This is an optimization exercise on Yosys and OpenROAD, whose aim is small area, a short achievable clock period and few clock cycles per item, not a production implementation. Where RTL was checked, it was by simulation tests only, not by an equivalence proof against the original. Power is estimated from default activity; no workload was simulated.

==> module des_core, before the edit <==
module des_core (
  input  logic            clk,
  input  logic            rst,
  input  logic            start,
  input  logic            decrypt,
  input  des_pkg::block_t block_in,
  input  des_pkg::block_t key_in,
  output logic            busy,
  output logic            done,
  output des_pkg::block_t block_out
);
  logic        busy_q;
  logic        done_q;
  logic [3:0]  cnt_q;
  logic        dec_q;
  logic [1:32] l_q, r_q;
  logic [1:28] c_q, d_q;
  always_ff @(posedge clk) begin
    if (rst) begin
      busy_q <= 1'b0;
      done_q <= 1'b0;
      cnt_q  <= 4'd0;
    end else begin
      done_q <= busy_q && (cnt_q == 4'd15);
      if (!busy_q) begin
        cnt_q <= 4'd0;
        if (start) busy_q <= 1'b1;
      end else begin
        cnt_q <= cnt_q + 4'd1;
        if (cnt_q == 4'd15) busy_q <= 1'b0;
      end
    end
  end
  always_ff @(posedge clk) begin
    if (!busy_q) dec_q <= decrypt;
  end
  assign busy = busy_q;
  assign done = done_q;
  logic [1:56] pc1_k;
  logic [1:28] c_src, d_src, c_nxt, d_nxt;
  logic        rot_left, rot_two;
  always_comb begin
    for (int i = 1; i <= 56; i++) pc1_k[i] = key_in[des_pkg::PC1_AT(i)];
  end
  assign c_src = busy_q ? c_q : {pc1_k[28], pc1_k[1:27]};
  assign d_src = busy_q ? d_q : {pc1_k[56], pc1_k[29:55]};
  assign rot_left = busy_q ? !dec_q : 1'b1;
  assign rot_two  = busy_q ? !(cnt_q == 4'd0 || cnt_q == 4'd7 || cnt_q == 4'd14) : !decrypt;
  always_comb begin
    if (rot_left) begin
      c_nxt = rot_two ? {c_src[3:28], c_src[1:2]} : {c_src[2:28], c_src[1]};
      d_nxt = rot_two ? {d_src[3:28], d_src[1:2]} : {d_src[2:28], d_src[1]};
    end else begin
      c_nxt = rot_two ? {c_src[27:28], c_src[1:26]} : {c_src[28], c_src[1:27]};
      d_nxt = rot_two ? {d_src[27:28], d_src[1:26]} : {d_src[28], d_src[1:27]};
    end
  end
  always_ff @(posedge clk) begin
    c_q <= c_nxt;
    d_q <= d_nxt;
  end
  logic [1:56] cd;
  logic [1:48] subkey, x_mix;
  logic [1:32] s_out, f_out;
  assign cd = {c_q, d_q};
  always_comb begin
    for (int i = 1; i <= 48; i++) begin
      subkey[i] = cd[des_pkg::PC2_AT(i)];
      x_mix[i]  = r_q[des_pkg::E_AT(i)] ^ subkey[i];
    end
  end
  always_comb begin : sbox_lookup
    logic [5:0] grp;
    for (int s = 0; s < 8; s++) begin
      grp = x_mix[6*s+1 +: 6];
      s_out[4*s+1 +: 4] = des_pkg::SBOX_AT(s+1, {grp[5], grp[0], grp[4:1]});
    end
  end
  always_comb begin
    for (int i = 1; i <= 32; i++) f_out[i] = s_out[des_pkg::P_AT(i)];
  end
  logic [1:64] ip_blk, pre_out;
  always_comb begin
    for (int i = 1; i <= 64; i++) ip_blk[i] = block_in[des_pkg::IP_AT(i)];
  end
  always_ff @(posedge clk) begin
    l_q <= busy_q ? r_q : ip_blk[1:32];
    r_q <= (busy_q ? l_q : ip_blk[33:64]) ^ (f_out & {32{busy_q}});
  end
  assign pre_out = {r_q, l_q};
  always_comb begin
    for (int i = 1; i <= 64; i++) block_out[i] = pre_out[des_pkg::FP_AT(i)];
  end
endmodule
clock: 5.5 ns
lec_check: 0
cap_margin: 20
core_margin: 2
core_utilization: 55
cts_buf_list: sky130_fd_sc_hd__clkbuf_4 sky130_fd_sc_hd__clkbuf_8
setup_slack_margin: 3.3
slew_margin: 20
standard.sh (not shown) runs the stock make flow with config.mk's settings and CLKGATE_MAP_FILE= SYNTH_SCRIPT=/design/flow/synth_recipe.tcl, a recipe that flattens the netlist after the stock synthesis.
==> flow/flow/run.sh <==
#!/bin/bash
# Own flow: the standard layout (standard.sh) with three changes.
#  - Synthesis: ABC maps for area (area.abc: strash; dch -f; map -a, twice) in place of
#    ORFS's speed script, which sizes every gate up for a 5.5 ps target (the
#    SDC period in ns read as ps). repair_timing sizes the real critical paths
#    after placement instead.
#  - Synthesis: Yosys's adder extraction is skipped, so the XORs stay with ABC.
#  - Placement: the port buffers are buf_1 instead of the resizer's own pick.
# Registers, their names and cells are those of the standard synthesis.
# Each tool's full output is in orfs/logs/; make's own output in flow_make.log.
set -euo pipefail
W=$(pwd)
F=$W/flow
cat > "$W/own_synth.tcl" <<EOT
proc abc {args} {
  set i [lsearch \$args -script]
  if {\$i >= 0} { lset args [expr {\$i + 1}] $F/area.abc }
  yosys abc {*}\$args
}
proc extract_fa {args} { puts "own flow: adder extraction skipped" }
source $W/synth_recipe.tcl
EOT
bash "$W/standard.sh" SYNTH_SCRIPT="$W/own_synth.tcl" \
  "BUFFER_PORTS_ARGS=-buffer_cell sky130_fd_sc_hd__buf_1" finish > "$W/flow_make.log" 2>&1
==> flow/flow/area.abc <==
strash
dch -f
map -a
strash
dch -f
map -a
Testbench counts at the start, summed over its fixed seeds: cycles 34,824, blocks 2,048.
Next try:
--- a/flow/design.v
+++ b/flow/design.v
@@ -133,15 +133,17 @@
       subkey[i] = cd[des_pkg::PC2_AT(i)];
       x_mix[i]  = r_q[des_pkg::E_AT(i)] ^ subkey[i];
     end
   end
   always_comb begin : sbox_lookup
     logic [5:0] grp;
+    logic [3:0] row [0:3];
     for (int s = 0; s < 8; s++) begin
       grp = x_mix[6*s+1 +: 6];
-      s_out[4*s+1 +: 4] = des_pkg::SBOX_AT(s+1, {grp[5], grp[0], grp[4:1]});
+      for (int r = 0; r < 4; r++) row[r] = des_pkg::SBOX_AT(s+1, {r[1:0], grp[4:1]});
+      s_out[4*s+1 +: 4] = row[{grp[5], grp[0]}];
     end
   end
   always_comb begin
     for (int i = 1; i <= 32; i++) f_out[i] = s_out[des_pkg::P_AT(i)];
   end
   logic [1:64] ip_blk, pre_out;
Result: The new run produced a clean layout; wire length came out higher by about 4.4%; combinational power came out higher by 19%; register-to-register slack degrades by 0.06 ns; utilization came out higher by 1.8 points; via count is higher by about 1.6%.
Only the layout flow was run in the second run of this note; the RTL was not checked for function there.

[static timing again, ports no longer ideal]
No port has a modelled driver above. Below, the same layouts with a new extraction and two added sets of constraints.
Step 1 sets driving cells, clkbuf_16 on the clock port and buf_2 on the other inputs (assumed; they add their load-dependent delay and slew).
Step 2 also shifts input and output timing later by t, the mid clock arrival at the registers, as if the neighbouring blocks saw the same clock.
a / b / c = ideal / step 1 / step 2; a / b = the first two.
run | t (ns) | setup slack, ns | pins driven straight from the clock port
the first run | 0.492 | 3.299 / 3.258 / 2.928 | 1
the second run | 0.499 | 3.280 / 3.235 / 3.199 | 1
After both steps every run listed still meets setup and hold. For the first run, which loses most, drivers alone change the setup slack by -0.041 ns; drivers and shift together by -0.371 ns.
